Background: an optimization exercise with open tools, aiming at small area. Do not read the settings as production practice. RTL that was checked went through simulation tests only; none was proved equivalent to the original. Function not checked in runs 3 and 4: the RTL went through the layout flow alone.

==> design/flow/design.v <==
module sin_cos #(
    parameter int Width = 16
) (
    input  logic                    clk,
    input  logic                    rst,
    input  logic                    phase_valid,
    input  logic signed [Width-1:0] phase,
    output logic                    sin_cos_valid,
    output logic signed [Width-1:0] cos,
    output logic signed [Width-1:0] sin
);
    function automatic logic [19:0] add_bk(input logic [19:0] a, input logic [19:0] b,
                                           input logic sub);
        logic [19:0] bb, p, g, gg, pp;
        logic [20:0] c;
        bb = b ^ {20{sub}};
        p  = a ^ bb;
        g  = a & bb;
        gg = g;
        pp = p;
        gg[0] = g[0] | (p[0] & sub);
        for (int l = 1; l < 20; l = l * 2) begin
            for (int j = 2 * l - 1; j < 20; j = j + 2 * l) begin
                gg[j] = gg[j] | (pp[j] & gg[j-l]);
                pp[j] = pp[j] & pp[j-l];
            end
        end
        for (int l = 8; l >= 1; l = l / 2) begin
            for (int j = 3 * l - 1; j < 20; j = j + 2 * l) begin
                gg[j] = gg[j] | (pp[j] & gg[j-l]);
                pp[j] = pp[j] & pp[j-l];
            end
        end
        c[0] = sub;
        for (int j = 0; j < 20; j++) c[j+1] = gg[j];
        add_bk = p ^ c[19:0];
    endfunction
    function automatic logic [19:0] add_ks(input logic [19:0] a, input logic [19:0] b,
                                           input logic sub);
        add_ks = a + (b ^ {20{sub}}) + {19'd0, sub};
    endfunction
    function automatic logic [19:0] add_rc(input logic [19:0] a, input logic [19:0] b,
                                           input logic sub);
        logic [19:0] bb, p, g;
        logic [20:0] c;
        bb = b ^ {20{sub}};
        p  = a ^ bb;
        g  = a & bb;
        c[0] = sub;
        for (int j = 0; j < 20; j++) c[j+1] = g[j] | (p[j] & c[j]);
        add_rc = p ^ c[19:0];
    endfunction
    function automatic logic [19:0] add_la(input logic [19:0] a, input logic [19:0] b,
                                           input logic sub);
        logic [19:0] bb, p, g;
        logic [20:0] c;
        bb = b ^ {20{sub}};
        p  = a ^ bb;
        g  = a & bb;
        c[0] = sub;
        for (int j = 0; j < 20; j += 2) begin
            c[j+1] = g[j] | (p[j] & c[j]);
            c[j+2] = g[j+1] | (p[j+1] & g[j]) | (p[j+1] & p[j] & c[j]);
        end
        add_la = p ^ c[19:0];
    endfunction
    function automatic logic [15:0] round_neg(input logic [19:0] v, input logic neg);
        logic [19:0] s;
        s = (v ^ {20{neg}}) + {16'd0, 1'b1, 2'b00, neg};
        round_neg = s[19:4];
    endfunction
    logic [0:0] fold;
    logic [0:0] s0;
    logic [0:0] s1;
    logic [16:0] c2;
    logic [16:0] z2;
    logic [16:0] z2_q1;
    logic [0:0] s2;
    logic [0:0] s3;
    logic [0:0] s4;
    logic [0:0] s5;
    logic [12:0] c6;
    logic [12:0] z6;
    logic [0:0] s0_q1;
    logic [0:0] s1_q1;
    localparam logic [2559:0] XY_TABLE = 2560'h2d4712d37b2d37fd2b8f15dd73c2363c238ea2293d3ad1297612977c2c5306dd23f9ec3f9eef922e3703d20ae620ae8c8fc323fec34e7e34e7edc0133fec002f2702f28c0140fef353ffb23ffb4010ca328e2273a6273a8cd71e1d2ec38f2b38f2be2d143f1160ad2a0ad29c0eea0ebb63e4553e455f144a3aa7e1993b1993bc55822a4d73003330031d5b2a0000000000000000000000000000000000000000300332a4d72a4d9cffcd1993b3aa7e3aa7ee66c53e4550ebb60ebb5c1bab0ad2a3f1163f116f52d638f2b1d2ec1d2ecc70d5273a6328e2328e0d8c593ffb2fef35fef34c004e02f273fec03fec0fd0d834e7e23fec23feccb18220ae63703d3703bdf51a3f9ec06dd206dcfc0614129763d3ad3d3abed68a3c23615dd715dd5c3dca2d37b2d4712d46dd2c8600000000000000000000;
    logic [19:0] x6;
    logic [19:0] y6;
    logic [12:0] z6_q2;
    logic [19:0] x6_q2;
    logic [19:0] y6_q2;
    logic [19:0] x7;
    logic [19:0] y7;
    logic [12:0] z6_q3;
    logic [19:0] x7_q3;
    logic [19:0] y7_q3;
    logic [19:0] x8;
    logic [19:0] y8;
    logic [12:0] z6_q4;
    logic [19:0] x8_q4;
    logic [19:0] y8_q4;
    logic [19:0] x9;
    logic [19:0] y9;
    logic [12:0] z6_q5;
    logic [19:0] x9_q5;
    logic [19:0] y9_q5;
    logic [19:0] x10;
    logic [19:0] y10;
    logic [12:0] z6_q6;
    logic [19:0] x10_q6;
    logic [19:0] y10_q6;
    logic [19:0] x11;
    logic [19:0] y11;
    logic [12:0] z6_q7;
    logic [19:0] x11_q7;
    logic [19:0] y11_q7;
    logic [19:0] x12;
    logic [19:0] y12;
    logic [12:0] z6_q8;
    logic [19:0] x12_q8;
    logic [19:0] y12_q8;
    logic [19:0] x13;
    logic [19:0] y13;
    logic [12:0] z6_q9;
    logic [19:0] x13_q9;
    logic [19:0] y13_q9;
    logic [19:0] x14;
    logic [19:0] y14;
    logic [0:0] fold_q1;
    logic [0:0] fold_q2;
    logic [0:0] fold_q3;
    logic [0:0] fold_q4;
    logic [0:0] fold_q5;
    logic [0:0] fold_q6;
    logic [0:0] fold_q7;
    logic [0:0] fold_q8;
    logic [0:0] fold_q9;
    logic [0:0] fold_q10;
    logic [19:0] x14_q10;
    logic [19:0] y14_q10;
    logic [15:0] cos_r;
    logic [15:0] sin_r;
    logic v1;
    logic v2;
    logic v3;
    logic v4;
    logic v5;
    logic v6;
    logic v7;
    logic v8;
    logic v9;
    logic v10;
    wire pa_ge0 = $signed(phase) >= -$signed(16'sd32169);
    wire pa_ge1 = $signed(phase) >= -$signed(16'sd25735);
    wire pa_ge2 = $signed(phase) >= -$signed(16'sd19301);
    wire pa_ge3 = $signed(phase) >= -$signed(16'sd12868);
    wire pa_ge4 = $signed(phase) >= -$signed(16'sd6434);
    wire pa_ge5 = $signed(phase) >= $signed(16'sd0);
    wire pa_ge6 = $signed(phase) >= $signed(16'sd6434);
    wire pa_ge7 = $signed(phase) >= $signed(16'sd12869);
    wire pa_ge8 = $signed(phase) >= $signed(16'sd19302);
    wire pa_ge9 = $signed(phase) >= $signed(16'sd25736);
    wire pa_ge10 = $signed(phase) >= $signed(16'sd32170);
    assign fold = ~(pa_ge3 ^ pa_ge7);
    assign s0 = (pa_ge1 ^ pa_ge3 ^ pa_ge5 ^ pa_ge7 ^ pa_ge9);
    assign s1 = (pa_ge0 ^ pa_ge1 ^ pa_ge2 ^ pa_ge3 ^ pa_ge4 ^ pa_ge5 ^ pa_ge6 ^ pa_ge7 ^ pa_ge8 ^ pa_ge9 ^ pa_ge10);
    assign c2[0] = (pa_ge3 ^ pa_ge7);
    assign c2[1] = ~(pa_ge0 ^ pa_ge1 ^ pa_ge2 ^ pa_ge3 ^ pa_ge4 ^ pa_ge5 ^ pa_ge6 ^ pa_ge8 ^ pa_ge9 ^ pa_ge10);
    assign c2[2] = (pa_ge0 ^ pa_ge1 ^ pa_ge2 ^ pa_ge3 ^ pa_ge4 ^ pa_ge5 ^ pa_ge6);
    assign c2[3] = (pa_ge0 ^ pa_ge1 ^ pa_ge2 ^ pa_ge3 ^ pa_ge4 ^ pa_ge5 ^ pa_ge6 ^ pa_ge7 ^ pa_ge8 ^ pa_ge9 ^ pa_ge10);
    assign c2[4] = (pa_ge0 ^ pa_ge1 ^ pa_ge2 ^ pa_ge3 ^ pa_ge4 ^ pa_ge5 ^ pa_ge6 ^ pa_ge7 ^ pa_ge8 ^ pa_ge9 ^ pa_ge10);
    assign c2[5] = (pa_ge0 ^ pa_ge1 ^ pa_ge2 ^ pa_ge3 ^ pa_ge4 ^ pa_ge5 ^ pa_ge6 ^ pa_ge7 ^ pa_ge8 ^ pa_ge9 ^ pa_ge10);
    assign c2[6] = (pa_ge1 ^ pa_ge3 ^ pa_ge5 ^ pa_ge7 ^ pa_ge9);
    assign c2[7] = (pa_ge1 ^ pa_ge5 ^ pa_ge9);
    assign c2[8] = (pa_ge0 ^ pa_ge2 ^ pa_ge3 ^ pa_ge4 ^ pa_ge5 ^ pa_ge6 ^ pa_ge7 ^ pa_ge8 ^ pa_ge10);
    assign c2[9] = (pa_ge1 ^ pa_ge2 ^ pa_ge3 ^ pa_ge4 ^ pa_ge5 ^ pa_ge6 ^ pa_ge7 ^ pa_ge8 ^ pa_ge9);
    assign c2[10] = (pa_ge0 ^ pa_ge1 ^ pa_ge3 ^ pa_ge5 ^ pa_ge7 ^ pa_ge9 ^ pa_ge10);
    assign c2[11] = ~(pa_ge1 ^ pa_ge2 ^ pa_ge4 ^ pa_ge5 ^ pa_ge6 ^ pa_ge8 ^ pa_ge9);
    assign c2[12] = (pa_ge3 ^ pa_ge4 ^ pa_ge5 ^ pa_ge6 ^ pa_ge7);
    assign c2[13] = (pa_ge0 ^ pa_ge2 ^ pa_ge3 ^ pa_ge5 ^ pa_ge7 ^ pa_ge8 ^ pa_ge10);
    assign c2[14] = ~(pa_ge1 ^ pa_ge2 ^ pa_ge4 ^ pa_ge5 ^ pa_ge6 ^ pa_ge8 ^ pa_ge9);
    assign c2[15] = ~(pa_ge3 ^ pa_ge4 ^ pa_ge5 ^ pa_ge6 ^ pa_ge7);
    assign c2[16] = (pa_ge1 ^ pa_ge3 ^ pa_ge5 ^ pa_ge7 ^ pa_ge9);
    assign z2 = {phase[12:0] + c2[16:4], c2[3:0]};
    wire zb_ge0 = $signed(z2_q1) >= -$signed(17'sd56592);
    wire zb_ge1 = $signed(z2_q1) >= -$signed(17'sd48416);
    wire zb_ge2 = $signed(z2_q1) >= -$signed(17'sd40232);
    wire zb_ge3 = $signed(z2_q1) >= -$signed(17'sd32112);
    wire zb_ge4 = $signed(z2_q1) >= -$signed(17'sd23992);
    wire zb_ge5 = $signed(z2_q1) >= -$signed(17'sd15811);
    wire zb_ge6 = $signed(z2_q1) >= -$signed(17'sd7632);
    wire zb_ge7 = $signed(z2_q1) >= $signed(17'sd0);
    wire zb_ge8 = $signed(z2_q1) >= $signed(17'sd7630);
    wire zb_ge9 = $signed(z2_q1) >= $signed(17'sd15811);
    wire zb_ge10 = $signed(z2_q1) >= $signed(17'sd23992);
    wire zb_ge11 = $signed(z2_q1) >= $signed(17'sd32110);
    wire zb_ge12 = $signed(z2_q1) >= $signed(17'sd40228);
    wire zb_ge13 = $signed(z2_q1) >= $signed(17'sd48416);
    wire zb_ge14 = $signed(z2_q1) >= $signed(17'sd56592);
    assign s2 = zb_ge7;
    assign s3 = (zb_ge3 ^ zb_ge7 ^ zb_ge11);
    assign s4 = (zb_ge1 ^ zb_ge3 ^ zb_ge5 ^ zb_ge7 ^ zb_ge9 ^ zb_ge11 ^ zb_ge13);
    assign s5 = (zb_ge0 ^ zb_ge1 ^ zb_ge2 ^ zb_ge3 ^ zb_ge4 ^ zb_ge5 ^ zb_ge6 ^ zb_ge7 ^ zb_ge8 ^ zb_ge9 ^ zb_ge10 ^ zb_ge11 ^ zb_ge12 ^ zb_ge13 ^ zb_ge14);
    assign c6[0] = 1'b1;
    assign c6[1] = (zb_ge0 ^ zb_ge2 ^ zb_ge3 ^ zb_ge4 ^ zb_ge6 ^ zb_ge7 ^ zb_ge8 ^ zb_ge10 ^ zb_ge11 ^ zb_ge12 ^ zb_ge14);
    assign c6[2] = ~(zb_ge1 ^ zb_ge2 ^ zb_ge4 ^ zb_ge5 ^ zb_ge7 ^ zb_ge9 ^ zb_ge10 ^ zb_ge12 ^ zb_ge13);
    assign c6[3] = ~(zb_ge1 ^ zb_ge4 ^ zb_ge7 ^ zb_ge10 ^ zb_ge13);
    assign c6[4] = (zb_ge3 ^ zb_ge5 ^ zb_ge7 ^ zb_ge9 ^ zb_ge11);
    assign c6[5] = (zb_ge1 ^ zb_ge5 ^ zb_ge7 ^ zb_ge9 ^ zb_ge13);
    assign c6[6] = (zb_ge5 ^ zb_ge7 ^ zb_ge9);
    assign c6[7] = (zb_ge3 ^ zb_ge7 ^ zb_ge11);
    assign c6[8] = ~(zb_ge7);
    assign c6[9] = zb_ge7;
    assign c6[10] = ~(zb_ge7);
    assign c6[11] = ~(zb_ge7);
    assign c6[12] = zb_ge7;
    assign z6 = z2_q1[12:0] + c6;
    assign {x6, y6} = XY_TABLE[{s5, s4, s3, s2, s1_q1, s0_q1} * 40 +: 40];
    assign x7 = add_bk(x6_q2, $signed(y6_q2) >>> 6, ~z6_q2[12]);
    assign y7 = add_bk(y6_q2, $signed(x6_q2) >>> 6, z6_q2[12]);
    assign x8 = add_bk(x7_q3, $signed(y7_q3) >>> 7, z6_q3[11]);
    assign y8 = add_bk(y7_q3, $signed(x7_q3) >>> 7, ~z6_q3[11]);
    assign x9 = add_bk(x8_q4, $signed(y8_q4) >>> 8, z6_q4[10]);
    assign y9 = add_bk(y8_q4, $signed(x8_q4) >>> 8, ~z6_q4[10]);
    assign x10 = add_bk(x9_q5, $signed(y9_q5) >>> 9, z6_q5[9]);
    assign y10 = add_bk(y9_q5, $signed(x9_q5) >>> 9, ~z6_q5[9]);
    assign x11 = add_bk(x10_q6, $signed(y10_q6) >>> 10, z6_q6[8]);
    assign y11 = add_bk(y10_q6, $signed(x10_q6) >>> 10, ~z6_q6[8]);
    assign x12 = add_bk(x11_q7, $signed(y11_q7) >>> 11, z6_q7[7]);
    assign y12 = add_bk(y11_q7, $signed(x11_q7) >>> 11, ~z6_q7[7]);
    assign x13 = add_bk(x12_q8, $signed(y12_q8) >>> 12, z6_q8[6]);
    assign y13 = add_bk(y12_q8, $signed(x12_q8) >>> 12, ~z6_q8[6]);
    assign x14 = add_bk(x13_q9, $signed(y13_q9) >>> 13, z6_q9[5]);
    assign y14 = add_bk(y13_q9, $signed(x13_q9) >>> 13, ~z6_q9[5]);
    assign cos_r = round_neg(x14_q10, fold_q10);
    assign sin_r = round_neg(y14_q10, fold_q10);
    always_ff @(posedge clk) begin
        z2_q1 <= z2;
        s0_q1 <= s0;
        s1_q1 <= s1;
        z6_q2 <= z6;
        x6_q2 <= x6;
        y6_q2 <= y6;
        z6_q3 <= z6_q2;
        x7_q3 <= x7;
        y7_q3 <= y7;
        z6_q4 <= z6_q3;
        x8_q4 <= x8;
        y8_q4 <= y8;
        z6_q5 <= z6_q4;
        x9_q5 <= x9;
        y9_q5 <= y9;
        z6_q6 <= z6_q5;
        x10_q6 <= x10;
        y10_q6 <= y10;
        z6_q7 <= z6_q6;
        x11_q7 <= x11;
        y11_q7 <= y11;
        z6_q8 <= z6_q7;
        x12_q8 <= x12;
        y12_q8 <= y12;
        z6_q9 <= z6_q8;
        x13_q9 <= x13;
        y13_q9 <= y13;
        fold_q1 <= fold;
        fold_q2 <= fold_q1;
        fold_q3 <= fold_q2;
        fold_q4 <= fold_q3;
        fold_q5 <= fold_q4;
        fold_q6 <= fold_q5;
        fold_q7 <= fold_q6;
        fold_q8 <= fold_q7;
        fold_q9 <= fold_q8;
        fold_q10 <= fold_q9;
        x14_q10 <= x14;
        y14_q10 <= y14;
        cos <= cos_r;
        sin <= sin_r;
    end
    always_ff @(posedge clk) begin
        if (rst) begin
            v1 <= 1'b0;
            v2 <= 1'b0;
            v3 <= 1'b0;
            v4 <= 1'b0;
            v5 <= 1'b0;
            v6 <= 1'b0;
            v7 <= 1'b0;
            v8 <= 1'b0;
            v9 <= 1'b0;
            v10 <= 1'b0;
            sin_cos_valid <= 1'b0;
        end else begin
            v1 <= phase_valid;
            v2 <= v1;
            v3 <= v2;
            v4 <= v3;
            v5 <= v4;
            v6 <= v5;
            v7 <= v6;
            v8 <= v7;
            v9 <= v8;
            v10 <= v9;
            sin_cos_valid <= v10;
        end
    end
endmodule
==> design/flow/run.sh <==
#!/bin/bash
# synth_recipe.tcl (not shown) runs the flow's synth.tcl, then flattens the netlist and writes it again
# the make line also repeats each setting of config.mk as NAME=value (left out here)
make -C /OpenROAD-flow-scripts/flow DESIGN_CONFIG=/design/flow/config.mk WORK_HOME=/design/flow/orfs CLKGATE_MAP_FILE= SYNTH_SCRIPT=/design/flow/synth_recipe.tcl finish
==> design/flow/config.mk <==
export PLATFORM = sky130hd
export DESIGN_NAME = sin_cos
export DESIGN_NICKNAME = sin_cos
export VERILOG_FILES = /design/flow/design.v
export SDC_FILE = /design/flow/constraint.sdc
export NUM_CORES = 4
export LEC_CHECK = 0
export CAP_MARGIN = 20
export CORE_MARGIN = 2
export CORE_UTILIZATION = 40
export SLEW_MARGIN = 20
==> design/flow/constraint.sdc <==
create_clock -name core_clock -period 4.5 [get_ports {clk}]
set_input_delay 0.9000 -clock core_clock [delete_from_list [all_inputs] [get_ports {clk}]]
set_output_delay 0.9000 -clock core_clock [all_outputs]
set_load 0.01 [all_outputs]
==> metrics.csv, run 1 <==
metric;value;unit
largest cells by area after synthesis;dfxtp_1 (31%), ha_1 (12%), fa_1 (11%);
Bufs on Longest Clock Path;3;
EDFF count, synth;0;
R2R Setup Slk;0.35;ns
CP arrival;4.74;ns
FP Rows;100;
crit-path max FO;5;
Detailed Place HPWL;54.2;mm
first-pass iteration count of the detailed router;6;
Worst-path clk slew;0.06;ns
critical path startpoint;phase[0];
via count of the first global-routing pass;21700;
GP Congestion;0.959;
met2 Track Usage GR;32.0;%
Antenna Nets Post-Route;0;
Distinct cells, synth;85;
register area share after synthesis;31.3;%
asr flop ratio synth;0;%
Via-to-Cell Ratio;5.04;
starting density of the core;40.2;%
via count;22000;
Area Overhead vs Synth;14.2;%
Setup violations, final;0;
Die W;277;um
Post-Syn Instances;3249;
largest net degree at the start of global routing;76;
# diodes;0;
Die Span Y;277;um
cts hold-fix bufs;0;
Ys Warns;1;
outcome;no timing/DRC/antenna violations;
number of port buffers;51;
Post-Syn Nets;3726;
Hold Path Sink;z6_q6[7];
GR Util All Layers;17.9;%
H-tree levels;2;
Tmin final;4.30;ns
Yosys top cell area share;31.3;%
Synth Flop Type;dfxtp_1;
GR Overflow Total;0;
layout cells sized above 1;8.77;%
CTS tree;built;
multi-input logic area;0.0182;mm^2
Die ar.;0.0767;mm^2
# IOs;52;
Rel. slew slack;30.2;%
Synth Area per Inst;9.17;um^2
most frequent cell after synthesis;inv_1;
drt total wl;68.9;mm
Sequential Area;0.00931;mm^2
Final Util;45.9;%
Mapped Area;0.0298;mm^2
gr busiest metal;met2;
met3 GRT Util;2.53;%
synth cell count leaders;inv_1 (488), dfxtp_1 (465), ha_1 (295);
CP Capture Type;register;
max-slew violation count;0;
Starting DRT DRC Count;1346;
Fin. Hold Viols;0;
first-pass GRT wire length;112;mm
Fillers;7131;
worst-skew pair later-pin latency;0.61;ns
hold path startpoint;z6_q5[7];
clock skew;0.0522;ns
Max Clk Rate;233;MHz
nets;3838;
met1 Resource Use GR;21.2;%
reg2reg start;z2_q1[4];
Worst Hold Class;register to register;
TritonCTS Sinks;465;
core area;0.0741;mm^2
total CTS buffers;51;
Reg-to-Reg End;z6_q2[11];
maxcap violations;0;
worst-margin pin slew;1.05;ns
Post-Layout Inst Area;0.0340;mm^2
Final Hold Slack;0.322;ns
startpoint types;input pin;
Crit Path Class;input pin to register;
Critical Path RT;4.94;ns
Synth Register Bits;465;
Final Cycle Share;95.5;%
WL/cell;15.8;um
CTS root buf;clkbuf_16;
R2R depth;16;
drt drc;0;
hold-critical path depth;0;
biggest area consumer among synthesized cells;dfxtp_1;
antenna violations before repair;0;
placed cell area;0.0320;mm^2
through the flow:
step                      worst slack [ns]  cells  TNS, ns
after global placement              -0.612   4274    -2.09
after global routing               -0.0234   4368  -0.0234
after floorplan                     0.0244   3249        0
final                                0.204   4368        0
after detailed placement            -0.575   4274    -2.04
after CTS                           0.0105   4365        0
cell families after synthesis:
logic type                 after synthesis  synth area share [%]
AOI/OAI and AO/OA                      703                  15.3
xor gates and xnor gates               381                  11.2
adders and majority gates              458                  23.3
buffers and inverters                  614                  7.95
DFF                                    465                  31.3
muxes                                   24                 0.912
and+or+nand+nor                        604                  10.0
routing by layer:
layer / part of all wire, % / up-vias
met4: 4.9 / 0
met3: 5.3 / 186
met5: 0 / -
met1: 41 / 10100
li1: - / 11100
met2: 49 / 623
worst max-delay path by stage:
stage                           end  slack, ns  cells after the start
final                     z2_q1[16]       0.20                     19
after CTS                 z2_q1[16]       0.01                     21
after global routing      z2_q1[16]      -0.02                     19
after detailed placement  z2_q1[16]      -0.58                     21
after global placement    z2_q1[16]      -0.61                     21
after floorplan           z2_q1[16]       0.02                     19
layout by cell type (no fill, tap or decap), drive strengths merged, types with 22 or more instances in the layout:
| cell | Yosys | routed |
|---|---|---|
| a211oi | 22 | 22 |
| a21o | 61 | 61 |
| a21oi | 215 | 215 |
| a31o | 35 | 35 |
| a31oi | 28 | 28 |
| buf | 41 | 133 |
| clkbuf | 84 | 63 |
| clkdlybuf4s50 | 0 | 47 |
| dfxtp | 465 | 465 |
| fa | 163 | 163 |
| ha | 295 | 295 |
| inv | 488 | 490 |
| nand2 | 152 | 152 |
| nand2b | 43 | 43 |
| nand3 | 50 | 50 |
| nor2 | 154 | 154 |
| nor2b | 59 | 59 |
| nor3 | 57 | 57 |
| o21ai | 157 | 157 |
| xnor2 | 266 | 266 |
| xor2 | 115 | 115 |
what timing repair did:
item                                    CTS  global route
resized for setup                         0            29
setup buffers                             0             3
endpoints found under the setup margin    0             7
hold endpoints to repair                  0             0
worst max-delay path, cell delays in order:
cell and delay, ns:
clkdlybuf4s50_1 0.56, a21oi_1 0.09, o21ai_0 0.18, a21boi_0 0.15, o31ai_2 0.35, nand2_2 0.11, xor2_2 0.19, a21boi_4 0.17
ha_4 0.19, fa_2 0.36, a21o_1 0.17, a21oi_2 0.14, o21bai_1 0.09, a21oi_2 0.16, nor2b_2 0.06, o2111ai_1 0.18
nand3_1 0.13, o41a_1 0.43, xnor2_1 0.12
layout make-up:
type	instances	area share (%)
multi-input combinational	2170	53.6
sequential	465	27.4
inverter	489	5.40
timing repair buffer	184	4.66
clock buffer	63	4.03
tap	969	3.57
clock inverter	28	1.35
==> inputs of run 2 (changes only) <==
--- a/design/flow/design.v
+++ b/design/flow/design.v
@@ -69,6 +69,12 @@
         s = (v ^ {20{neg}}) + {16'd0, 1'b1, 2'b00, neg};
         round_neg = s[19:4];
     endfunction
+    function automatic logic [15:0] last_round(input logic [19:0] a, input logic [19:0] b,
+                                               input logic sub, input logic neg);
+        logic [19:0] s;
+        s = (a ^ {20{neg}}) + (b ^ {20{sub ^ neg}}) + {16'd0, 1'b1, 1'b0, neg & ~sub, sub};
+        last_round = s[19:4];
+    endfunction
     logic [0:0] fold;
     logic [0:0] s0;
     logic [0:0] s1;
@@ -122,10 +128,6 @@
     logic [19:0] x13;
     logic [19:0] y13;
     logic [12:0] z6_q9;
-    logic [19:0] x13_q9;
-    logic [19:0] y13_q9;
-    logic [19:0] x14;
-    logic [19:0] y14;
     logic [0:0] fold_q1;
     logic [0:0] fold_q2;
     logic [0:0] fold_q3;
@@ -135,9 +137,8 @@
     logic [0:0] fold_q7;
     logic [0:0] fold_q8;
     logic [0:0] fold_q9;
-    logic [0:0] fold_q10;
-    logic [19:0] x14_q10;
-    logic [19:0] y14_q10;
+    logic [19:0] x13_q9;
+    logic [19:0] y13_q9;
     logic [15:0] cos_r;
     logic [15:0] sin_r;
     logic v1;
@@ -149,7 +150,6 @@
     logic v7;
     logic v8;
     logic v9;
-    logic v10;
     wire pa_ge0 = $signed(phase) >= -$signed(16'sd32169);
     wire pa_ge1 = $signed(phase) >= -$signed(16'sd25735);
     wire pa_ge2 = $signed(phase) >= -$signed(16'sd19301);
@@ -230,10 +230,8 @@
     assign y12 = add_bk(y11_q7, $signed(x11_q7) >>> 11, ~z6_q7[7]);
     assign x13 = add_bk(x12_q8, $signed(y12_q8) >>> 12, z6_q8[6]);
     assign y13 = add_bk(y12_q8, $signed(x12_q8) >>> 12, ~z6_q8[6]);
-    assign x14 = add_bk(x13_q9, $signed(y13_q9) >>> 13, z6_q9[5]);
-    assign y14 = add_bk(y13_q9, $signed(x13_q9) >>> 13, ~z6_q9[5]);
-    assign cos_r = round_neg(x14_q10, fold_q10);
-    assign sin_r = round_neg(y14_q10, fold_q10);
+    assign cos_r = last_round(x13_q9, $signed(y13_q9) >>> 13, z6_q9[5], fold_q9);
+    assign sin_r = last_round(y13_q9, $signed(x13_q9) >>> 13, ~z6_q9[5], fold_q9);
     always_ff @(posedge clk) begin
         z2_q1 <= z2;
         s0_q1 <= s0;
@@ -260,8 +258,6 @@
         x12_q8 <= x12;
         y12_q8 <= y12;
         z6_q9 <= z6_q8;
-        x13_q9 <= x13;
-        y13_q9 <= y13;
         fold_q1 <= fold;
         fold_q2 <= fold_q1;
         fold_q3 <= fold_q2;
@@ -271,9 +267,8 @@
         fold_q7 <= fold_q6;
         fold_q8 <= fold_q7;
         fold_q9 <= fold_q8;
-        fold_q10 <= fold_q9;
-        x14_q10 <= x14;
-        y14_q10 <= y14;
+        x13_q9 <= x13;
+        y13_q9 <= y13;
         cos <= cos_r;
         sin <= sin_r;
     end
@@ -288,7 +283,6 @@
             v7 <= 1'b0;
             v8 <= 1'b0;
             v9 <= 1'b0;
-            v10 <= 1'b0;
             sin_cos_valid <= 1'b0;
         end else begin
             v1 <= phase_valid;
@@ -300,8 +294,7 @@
             v7 <= v6;
             v8 <= v7;
             v9 <= v8;
-            v10 <= v9;
-            sin_cos_valid <= v10;
+            sin_cos_valid <= v9;
         end
     end
 endmodule
==> run 2 against run 1 <==
Compared with the run above:
- clock skew shrank 0.0027 ns
- synthesized area fell by 4.1%
- die area is 4.0% lower
- global-route usage increased by 0.89 points
- sequential share of layout area decreased by 1.5 points
- setup slack worse by 0.033 ns
- largest cell class unchanged
- critical path type unchanged
- sequential cell count decreased by 42
==> metrics.csv, run 2 <==
metric;value;unit;change
Distinct cells, synth;85;;unchanged
H-tree levels;2;;unchanged
largest net degree at the start of global routing;81;;+6.6%
first-pass iteration count of the detailed router;6;;unchanged
Ys Warns;1;;unchanged
maxcap violations;0;;unchanged
placed cell count;4132;;-3.3%
outcome;no timing/DRC/antenna violations;;
most frequent cells in the layout;dfxtp_1 (420), inv_1 (388), ha_1 (331), xnor2_1 (241), nor2_1 (204);;
Die W;271;um;-2.0%
CTS tree;built;;
Fin. Hold Viols;0;;unchanged
Final Hold Slack;0.303;ns;-0.0182 ns
crit-path max FO;10;;+5
max-slew violation count;0;;unchanged
CP arrival;4.79;ns;+0.05 ns
cts hold-fix bufs;0;;unchanged
multi-input logic area;0.0182;mm^2;-0.18%
Bufs on Longest Clock Path;3;;unchanged
via count of the first global-routing pass;21400;;-1.4%
Antenna Nets Post-Route;0;;unchanged
CTS root buf;clkbuf_16;;
starting density of the core;40.6;%;+0.37 points
# diodes;0;;unchanged
via count;21500;;-2.3%
EDFF count, synth;0;;unchanged
Crit Path Class;input pin to register;;
Area Overhead vs Synth;14.8;%;
asr flop ratio synth;0;%;unchanged
register area share after synthesis;29.6;%;-1.6 points
GR Util All Layers;18.8;%;+0.89 points
Sequential Area;0.00847;mm^2;-9.0%
clock skew;0.0494;ns;-0.00273 ns
biggest area consumer among synthesized cells;dfxtp_1;;
TritonCTS Sinks;423;;-9.0%
Die Span Y;271;um;-2.0%
worst-skew pair later-pin latency;0.62;ns;about the same
Die ar.;0.0736;mm^2;-4.0%
worst-margin pin slew;0.879;ns;-0.167 ns
largest cells by area after synthesis;dfxtp_1 (30%), ha_1 (15%), fa_1 (10%);;
Synth Area per Inst;9.15;um^2;-0.19%
Worst Hold Class;register to register;;
total CTS buffers;47;;-7.8%
nets;3740;;-2.6%
number of port buffers;51;;unchanged
Max Clk Rate;231;MHz;-0.77%
Via-to-Cell Ratio;5.09;;+1.1%
core area;0.0704;mm^2;-5.0%
CP Capture Type;register;;
first-pass GRT wire length;112;mm;+0.19%
RSZ-0062 raised after global routing;no;;
layout cells sized above 1;8.90;%;+0.13 points
Final Cycle Share;96.2;%;+0.74 points
Detailed Place HPWL;54.1;mm;-0.16%
# IOs;52;;unchanged
Rel. slew slack;41.0;%;+11 points
drt drc;0;;unchanged
Worst-path clk slew;0.06;ns;about the same
Fillers;6763;;-5.2%
Synth Register Bits;423;;-9.0%
Setup violations, final;0;;unchanged
GR Overflow Total;0;;unchanged
WL/cell;16.4;um;+4.1%
Yosys top cell area share;29.6;%;-1.6 points
setup ws final;0.171;ns;-0.0332 ns
non-filler cells, final;4222;;-3.3%
Tmin final;4.33;ns;+0.0332 ns
Post-Syn Nets;3619;;-2.9%
pre-CTS WS;-0.732;ns;-0.157 ns
GP Congestion;0.989;;+3.2%
startpoint types;input pin;;
Mapped Area;0.0286;mm^2;-4.1%
Post-Syn Instances;3122;;-3.9%
drt total wl;69.3;mm;+0.64%
commonest non-fill, non-tap cell in the layout;dfxtp_1;;
most frequent cell after synthesis;dfxtp_1;;
antenna violations before repair;0;;unchanged
Synth Flop Type;dfxtp_1;;
Starting DRT DRC Count;1386;;+3.0%
FP Rows;97;;-3.0%
synth cell count leaders;dfxtp_1 (423), inv_1 (388), ha_1 (333);;
Critical Path RT;4.96;ns;+0.02 ns
## run 2: cell count changes after synthesis, moves of 39 or more
| cell | before | now |
|---|---|---|
| inv_1 | 488 | 388 |
| nor2_1 | 152 | 204 |
| nor3_1 | 57 | 96 |
| a21o_1 | 61 | 17 |
| dfxtp_1 | 465 | 423 |
| a21oi_1 | 214 | 166 |
## run 2: repair_timing
item	4_1_cts	5_1_grt
setup buffers	1	1
pin swaps	1	7
setup endpoints to repair	2	8
cloned	0	0
resized for setup	1	34
## run 2: critical path, stage by stage
cell and delay [ns]:
clkdlybuf4s50_1 0.67, a31oi_1 0.22, o21ai_1 0.17, nand3_1 0.11
and2_1 0.19, nand2_1 0.10, and3_4 0.21, a31oi_4 0.05
ha_2 0.21, fa_1 0.38, a21o_1 0.20, a21oi_2 0.15
o21bai_1 0.09, a21oi_1 0.17, nor2b_1 0.07, o21a_1 0.18
o31a_1 0.26, o41ai_2 0.36, xnor2_1 0.10
## run 2: layout make-up
type,instances,area share [%]
multi-input cells,2188,55.5
repair buffers,191,4.94
well taps,940,3.59
flip-flops and latches,423,25.9
clock inverters,30,1.66
clock buffers,58,3.96
inverters,392,4.49
## run 2: cell families (layout without fill, tap and decap cells)
| family | count (synthesis) | in the layout | synth area share (%) |
|---|---|---|---|
| flip-flops | 423 | 423 | 29.6 |
| multiplexers | 29 | 29 | 1.60 |
| AND/OR/NAND/NOR | 707 | 707 | 11.7 |
| XOR/XNOR | 380 | 380 | 11.7 |
| buffers and inverters | 511 | 671 | 7.10 |
| adder cells (fa/ha/maj) | 478 | 478 | 24.7 |
| AO/OA/AOI/OAI | 594 | 594 | 13.5 |
## run 2: worst paths after layout
kind	from	end	depth (start not counted)	slack, ns
max	phase[8]	z2_q1[16]	19	0.17
min	fold_q5	fold_q6	0	0.30
max reg2reg	z6_q9[5]	sin[15]	15	0.33
min reg2reg	fold_q5	fold_q6	0	0.30
## run 2: per-stage QoR
step	setup TNS, ns	area, um^2	util [%]
4_1_cts	0	32600	46.4
3_3_place_gp	-2.88	30800	43.7
3_5_place_dp	-2.97	30800	43.7
6_report	0	32800	46.6
2_1_floorplan	0	28600	-
5_1_grt	0	32800	46.6
## run 2: layer usage
layer | wire length (um) | up-vias | share of wire [%] | GRT usage [%]
met1 | 30900 | 10000 | 45 | 24.6
met3 | 3710 | 167 | 5.4 | 2.72
met4 | 2800 | 0 | 4.0 | 7.94
met2 | 31800 | 597 | 46 | 31.0
li1 | - | 10700 | - | -
met5 | 0 | - | 0 | 0
==> inputs of run 3 (changes only) <==
--- a/design/flow/design.v
+++ b/design/flow/design.v
@@ -75,6 +75,32 @@
         s = (a ^ {20{neg}}) + (b ^ {20{sub ^ neg}}) + {16'd0, 1'b1, 1'b0, neg & ~sub, sub};
         last_round = s[19:4];
     endfunction
+    function automatic logic [19:0] add_hy4(input logic [19:0] a, input logic [19:0] b,
+                                            input logic sub);
+        logic [19:0] bb, p, g, gg, pp;
+        logic [20:0] c;
+        bb = b ^ {20{sub}};
+        p  = a ^ bb;
+        g  = a & bb;
+        c[0] = sub;
+        for (int j = 0; j < 4; j++) c[j+1] = g[j] | (p[j] & c[j]);
+        gg = g;
+        pp = p;
+        for (int l = 1; l < 20 - 4; l = l * 2) begin
+            for (int r = 2 * l - 1; r < 20 - 4; r = r + 2 * l) begin
+                gg[r+4] = gg[r+4] | (pp[r+4] & gg[r+4-l]);
+                pp[r+4] = pp[r+4] & pp[r+4-l];
+            end
+        end
+        for (int l = 8; l >= 1; l = l / 2) begin
+            for (int r = 3 * l - 1; r < 20 - 4; r = r + 2 * l) begin
+                gg[r+4] = gg[r+4] | (pp[r+4] & gg[r+4-l]);
+                pp[r+4] = pp[r+4] & pp[r+4-l];
+            end
+        end
+        for (int j = 4; j < 20; j++) c[j+1] = gg[j] | (pp[j] & c[4]);
+        add_hy4 = p ^ c[19:0];
+    endfunction
     logic [0:0] fold;
     logic [0:0] s0;
     logic [0:0] s1;
@@ -216,20 +242,20 @@
     assign c6[12] = zb_ge7;
     assign z6 = z2_q1[12:0] + c6;
     assign {x6, y6} = XY_TABLE[{s5, s4, s3, s2, s1_q1, s0_q1} * 40 +: 40];
-    assign x7 = add_bk(x6_q2, $signed(y6_q2) >>> 6, ~z6_q2[12]);
-    assign y7 = add_bk(y6_q2, $signed(x6_q2) >>> 6, z6_q2[12]);
-    assign x8 = add_bk(x7_q3, $signed(y7_q3) >>> 7, z6_q3[11]);
-    assign y8 = add_bk(y7_q3, $signed(x7_q3) >>> 7, ~z6_q3[11]);
-    assign x9 = add_bk(x8_q4, $signed(y8_q4) >>> 8, z6_q4[10]);
-    assign y9 = add_bk(y8_q4, $signed(x8_q4) >>> 8, ~z6_q4[10]);
-    assign x10 = add_bk(x9_q5, $signed(y9_q5) >>> 9, z6_q5[9]);
-    assign y10 = add_bk(y9_q5, $signed(x9_q5) >>> 9, ~z6_q5[9]);
-    assign x11 = add_bk(x10_q6, $signed(y10_q6) >>> 10, z6_q6[8]);
-    assign y11 = add_bk(y10_q6, $signed(x10_q6) >>> 10, ~z6_q6[8]);
-    assign x12 = add_bk(x11_q7, $signed(y11_q7) >>> 11, z6_q7[7]);
-    assign y12 = add_bk(y11_q7, $signed(x11_q7) >>> 11, ~z6_q7[7]);
-    assign x13 = add_bk(x12_q8, $signed(y12_q8) >>> 12, z6_q8[6]);
-    assign y13 = add_bk(y12_q8, $signed(x12_q8) >>> 12, ~z6_q8[6]);
+    assign x7 = add_hy4(x6_q2, $signed(y6_q2) >>> 6, ~z6_q2[12]);
+    assign y7 = add_hy4(y6_q2, $signed(x6_q2) >>> 6, z6_q2[12]);
+    assign x8 = add_hy4(x7_q3, $signed(y7_q3) >>> 7, z6_q3[11]);
+    assign y8 = add_hy4(y7_q3, $signed(x7_q3) >>> 7, ~z6_q3[11]);
+    assign x9 = add_hy4(x8_q4, $signed(y8_q4) >>> 8, z6_q4[10]);
+    assign y9 = add_hy4(y8_q4, $signed(x8_q4) >>> 8, ~z6_q4[10]);
+    assign x10 = add_hy4(x9_q5, $signed(y9_q5) >>> 9, z6_q5[9]);
+    assign y10 = add_hy4(y9_q5, $signed(x9_q5) >>> 9, ~z6_q5[9]);
+    assign x11 = add_hy4(x10_q6, $signed(y10_q6) >>> 10, z6_q6[8]);
+    assign y11 = add_hy4(y10_q6, $signed(x10_q6) >>> 10, ~z6_q6[8]);
+    assign x12 = add_hy4(x11_q7, $signed(y11_q7) >>> 11, z6_q7[7]);
+    assign y12 = add_hy4(y11_q7, $signed(x11_q7) >>> 11, ~z6_q7[7]);
+    assign x13 = add_hy4(x12_q8, $signed(y12_q8) >>> 12, z6_q8[6]);
+    assign y13 = add_hy4(y12_q8, $signed(x12_q8) >>> 12, ~z6_q8[6]);
     assign cos_r = last_round(x13_q9, $signed(y13_q9) >>> 13, z6_q9[5], fold_q9);
     assign sin_r = last_round(y13_q9, $signed(x13_q9) >>> 13, ~z6_q9[5], fold_q9);
     always_ff @(posedge clk) begin
--- a/design/flow/config.mk
+++ b/design/flow/config.mk
@@ -7,5 +7,8 @@
 export LEC_CHECK = 0
 export CAP_MARGIN = 20
 export CORE_MARGIN = 2
-export CORE_UTILIZATION = 40
+export CORE_UTILIZATION = 70
+export CTS_CLUSTER_DIAMETER = 60
+export CTS_CLUSTER_SIZE = 20
+export PLACE_DENSITY = 0.75
 export SLEW_MARGIN = 20
==> run 3 against run 2 <==
Compared with the run above:
- the run now fails in 5_1_grt
- synthesized area is 4.2% lower
- synthesized cell count is 2.0% lower
==> metrics.csv, run 3 <==
metric;value;unit;change
Distinct cells, synth;88;;+3.5%
Mapped Area;0.0274;mm^2;-4.2%
cts hold-fix bufs;0;;unchanged
pre-CTS WS;-0.895;ns;-0.163 ns
GR Overflow Total;113;;
number of port buffers;51;;unchanged
# IOs;52;;unchanged
outcome;did not finish;;
TritonCTS Sinks;423;;unchanged
most frequent cell after synthesis;dfxtp_1;;
GR Util All Layers;73.4;%;
largest net degree at the start of global routing;69;;
H-tree levels;1;;-1
register area share after synthesis;30.9;%;+1.3 points
asr flop ratio synth;0;%;unchanged
Synth Register Bits;423;;unchanged
total CTS buffers;29;;-38%
biggest area consumer among synthesized cells;dfxtp_1;;
synth cell count leaders;dfxtp_1 (423), ha_1 (319), nor2_1 (287);;
Exit stage;5_1_grt;;
CTS root buf;clkbuf_16;;
Die Span Y;202;um;-26%
Bufs on Longest Clock Path;3;;unchanged
Ys Warns;1;;unchanged
Synth Area per Inst;8.95;um^2;-2.2%
stop err;[ERROR GRT-0232] Routing congestion too high. Check the congestion heatmap in the GUI.;;
largest cells by area after synthesis;dfxtp_1 (31%), ha_1 (15%), xnor2_1 (6.4%);;
Die W;202;um;-26%
GP Congestion;1.02;;+3.3%
worst_ep kind;register input;;
placed cell area;0.0292;mm^2;-5.3%
EDFF count, synth;0;;unchanged
starting density of the core;70.8;%;+30 points
Post-Syn Instances;3059;;-2.0%
antenna violations before repair;23;;
Detailed Place HPWL;64.2;mm;+19%
Yosys top cell area share;30.9;%;+1.3 points
FP Rows;72;;-26%
Synth Flop Type;dfxtp_1;;
Post-Syn Nets;3456;;-4.5%
grt repair worst endpoint;z2_q1[16]$_DFF_P_/D;;
-- run 3: cell count changes after synthesis, sizes merged, moves of 64 or more --
cell,previous run,this run
nor2,208,288
nor3,96,160
inv,390,174
fa,145,59
-- run 3: stage by stage --
stage	TNS [ns]	util, %	hold WS, ns	std cells
4_1_cts	0	78.1	0.295	3702
3_5_place_dp	-3.77	75.5	0.313	3653
3_3_place_gp	-2.60	75.5	0.311	3653
2_1_floorplan	-0.234	-	0.310	3059
-- run 3: cells by family after synthesis --
family	count (synthesis)	share of synthesized area [%]
AOI/OAI and AO/OA	654	16.1
and+or+nand+nor	857	14.9
xor gates and xnor gates	379	12.1
buffers and inverters	300	4.41
muxes	67	2.60
DFF	423	30.9
adders and majority gates	379	18.9
-- run 3: worst max path at each step --
stage | endpoint | cells past startpoint | slack, ns
2_1_floorplan | z2_q1[16] | 20 | -0.22
3_3_place_gp | z2_q1[16] | 20 | -0.72
3_5_place_dp | z2_q1[16] | 20 | -0.89
4_1_cts | z2_q1[16] | 21 | 0.01
-- run 3: what timing repair did --
| action | 4_1_cts |
|---|---|
| pin swaps | 12 |
| endpoints found under the setup margin | 15 |
| buffers inserted | 2 |
| gates resized for setup | 15 |
-- run 3: metal layers --
metal  overflow  GRT usage (%)
met2         54           88.2
met1          7           74.9
met4         45           64.9
met3          5           61.8
met5          2           38.9
==> inputs of run 4 (changes only) <==
--- a/design/flow/config.mk
+++ b/design/flow/config.mk
@@ -7,8 +7,7 @@
 export LEC_CHECK = 0
 export CAP_MARGIN = 20
 export CORE_MARGIN = 2
-export CORE_UTILIZATION = 70
+export CORE_UTILIZATION = 55
 export CTS_CLUSTER_DIAMETER = 60
 export CTS_CLUSTER_SIZE = 20
-export PLACE_DENSITY = 0.75
 export SLEW_MARGIN = 20
==> run 4 against run 3 <==
Compared with the run above:
- the run now finishes clean
- synthesized cell count stayed put
- synthesized area stayed put
==> metrics.csv, run 4 <==
metric;value;unit;change
# IOs;52;;unchanged
Rel. slew slack;29.8;%;
Synth Area per Inst;8.95;um^2;unchanged
Die ar.;0.0516;mm^2;
Distinct cells, synth;88;;unchanged
Tmin final;4.36;ns;
Mapped Area;0.0274;mm^2;unchanged
Crit Path Class;input pin to register;;
Final Hold Slack;0.324;ns;
max-slew violation count;0;;
outcome;no timing/DRC/antenna violations;;
startpoint types;input pin;;
Die W;227;um;+13%
CP arrival;4.82;ns;
starting density of the core;55.8;%;-15 points
worst-skew pair later-pin latency;0.59;ns;
pre-CTS WS;-0.829;ns;+0.0660 ns
first-pass GRT wire length;117;mm;
number of port buffers;51;;unchanged
Synth Flop Type;dfxtp_1;;
core area;0.0491;mm^2;
hold path startpoint;z6_q7[6];;
Synth Area in Compound Gates;16.1;%;unchanged
Fin. Hold Viols;0;;
H-tree levels;1;;unchanged
drt drc;0;;
largest net degree at the start of global routing;91;;
commonest non-fill, non-tap cell in the layout;dfxtp_1;;
Yosys top cell area share;30.9;%;unchanged
RSZ-0062 raised after global routing;yes;;
nets;3587;;
Post-Syn Nets;3456;;unchanged
crit-path max FO;3;;
WL/cell;19.1;um;
layout cells sized above 1;9.81;%;
Post-Syn Instances;3059;;unchanged
Synth Register Bits;423;;unchanged
CTS tree;built;;
via count of the first global-routing pass;22400;;
Antenna Nets Post-Route;0;;
Critical Path RT;4.96;ns;
Starting DRT DRC Count;1539;;
Synth Area in XOR/XNOR;12.1;%;unchanged
setup ws final;0.136;ns;
biggest area consumer among synthesized cells;dfxtp_1;;
register area share after synthesis;30.9;%;unchanged
antenna violations before repair;0;;
critical path startpoint;phase[6];;
largest family of logic cells by synthesized area;adder cells;;
most frequent cell after synthesis;dfxtp_1;;
CP Capture Type;register;;
multiplexer share of the synthesized area;2.60;%;unchanged
Setup violations, final;0;;
via count;22500;;
FP Rows;81;;+13%
asr flop ratio synth;0;%;unchanged
Worst Hold Class;register to register;;
# diodes;0;;
Ys Warns;1;;unchanged
GR Overflow Total;0;;
GR Util All Layers;28.4;%;
Worst-path clk slew;0.08;ns;
Die Span Y;227;um;+13%
worst-margin pin slew;1.05;ns;
R2R Setup Slk;0.24;ns;
maxcap violations;0;;
Synth Area in Simple Gates;14.9;%;unchanged
Post-Synth Adder-Cell Area;18.9;%;unchanged
Via-to-Cell Ratio;5.82;;
EDFF count, synth;0;;unchanged
Detailed Place HPWL;57.4;mm;-11%
most frequent cells in the layout;dfxtp_1 (416), ha_1 (317), nor2_1 (283), xnor2_1 (201), xor2_1 (178);;
CTS root buf;clkbuf_16;;
first-pass iteration count of the detailed router;7;;
GP Congestion;0.970;;-5.0%
TritonCTS Sinks;423;;unchanged
reg2reg start;z6_q9[5];;
Bufs on Longest Clock Path;3;;unchanged
clock skew;0.0135;ns;
cts hold-fix bufs;0;;unchanged
Area Overhead vs Synth;11.9;%;
synth cell count leaders;dfxtp_1 (423), ha_1 (319), nor2_1 (287);;
total CTS buffers;31;;+6.9%
largest cells by area after synthesis;dfxtp_1 (31%), ha_1 (15%), xnor2_1 (6.4%);;
Final Cycle Share;97.0;%;
drt total wl;74.2;mm;
Max Clk Rate;229;MHz;
==> run 4: cell counts after synthesis <==
No cell type changed its count.
==> run 4: per-layer routing <==
| layer | GRT usage, % | up-vias | wire [um] |
|---|---|---|---|
| met1 | 35.8 | 10800 | 32200 |
| met4 | 11.3 | 0 | 2910 |
| met3 | 3.15 | 170 | 3490 |
| met5 | 0 | - | 0 |
| met2 | 49.7 | 588 | 35600 |
| li1 | - | 11000 | - |
==> run 4: repair_timing <==
item                       CTS  global route
setup buffers                5             2
pin swaps                   10            17
setup endpoints to repair    2             8
gates cloned                 0             0
gates resized for setup      4            34
==> run 4: final timing paths <==
kind / to / depth (start not counted)
worst max-delay path: z2_q1[15] / 21
worst min-delay path: z6_q8[6] / 0
worst min register to register: z6_q8[6] / 0
worst max register to register: sin[15] / 14
==> run 4: cells by family after synthesis <==
kind of cell	count (synthesis)
and+or+nand+nor	857
AOI/OAI and AO/OA	654
DFF	423
xor gates and xnor gates	379
adders and majority gates	379
buffers and inverters	300
muxes	67
==> run 4: final cells by class <==
| type | instances | area [um^2] |
|---|---|---|
| flip-flops and latches | 423 | 8480 |
| inverters | 177 | 664 |
| clock inverters | 18 | 209 |
| clock buffers | 35 | 791 |
| well taps | 664 | 831 |
| repair buffers | 221 | 1830 |
| fillers | 4289 | 18400 |
| multi-input cells | 2336 | 17800 |
==> run 4: critical path, stage by stage <==
cell	delay, ns
clkdlybuf4s50_1	0.42
nor2_1	0.10
nand2_1	0.09
a211o_1	0.30
a311o_1	0.36
and2_4	0.18
buf_4	0.14
nor2_4	0.10
o21ai_2	0.07
nor2_2	0.19
buf_6	0.13
ha_1	0.22
a21o_1	0.19
a21oi_2	0.13
o21bai_1	0.10
a21oi_2	0.15
nor2b_1	0.07
o21a_1	0.20
o31a_1	0.31
o41ai_2	0.35
xnor2_1	0.13
==> run 4: metrics by stage <==
step,utilization (%),cells,TNS [ns],cell area [um^2]
6_report,62.4,3874,0,30600
5_1_grt,62.4,3874,-0.0845,30600
4_1_cts,62.2,3872,0,30500
3_5_place_dp,60.1,3814,-3.27,29500
3_3_place_gp,60.1,3814,-2.88,29500
2_1_floorplan,-,3059,-0.234,27400

[re-timing with driven ports]
The flow's constraints put no driver on any port. The routed layouts listed below were extracted and timed again, unchanged, in two steps. Step 1 (the two cells are an assumption about what drives the block):
set clk [get_ports {clk}]
set_driving_cell -lib_cell sky130_fd_sc_hd__clkbuf_16 $clk
set_driving_cell -lib_cell sky130_fd_sc_hd__buf_2 [delete_from_list [all_inputs] $clk]
Step 2 adds t to the input delays and takes it off the output delays; t is the mean of the earliest and latest rising clock arrival at the registers after step 1. Input paths then give back, and output paths get back, about the clock's delay inside the block. Slacks: ideal ports / drivers / drivers and shift; pairs: ideal ports / drivers.
run | t (ns) | setup WS [ns] | worst setup path at the end | worst slew at a driven data input, ns | cell pins on the clock port's net
run 1 | 0.649 | 0.204 / 0.241 / -0.408 | input to register | 0.03 | 1
run 2 | 0.657 | 0.171 / 0.210 / -0.447 | input to register | 0.04 | 1
run 4 | 0.649 | 0.136 / 0.180 / -0.468 | input to register | 0.04 | 1
Met with ideal ports but missed after step 2: setup timing in every run listed. For run 2, which loses most, drivers alone change the setup slack by +0.039 ns; drivers and shift together by -0.618 ns.
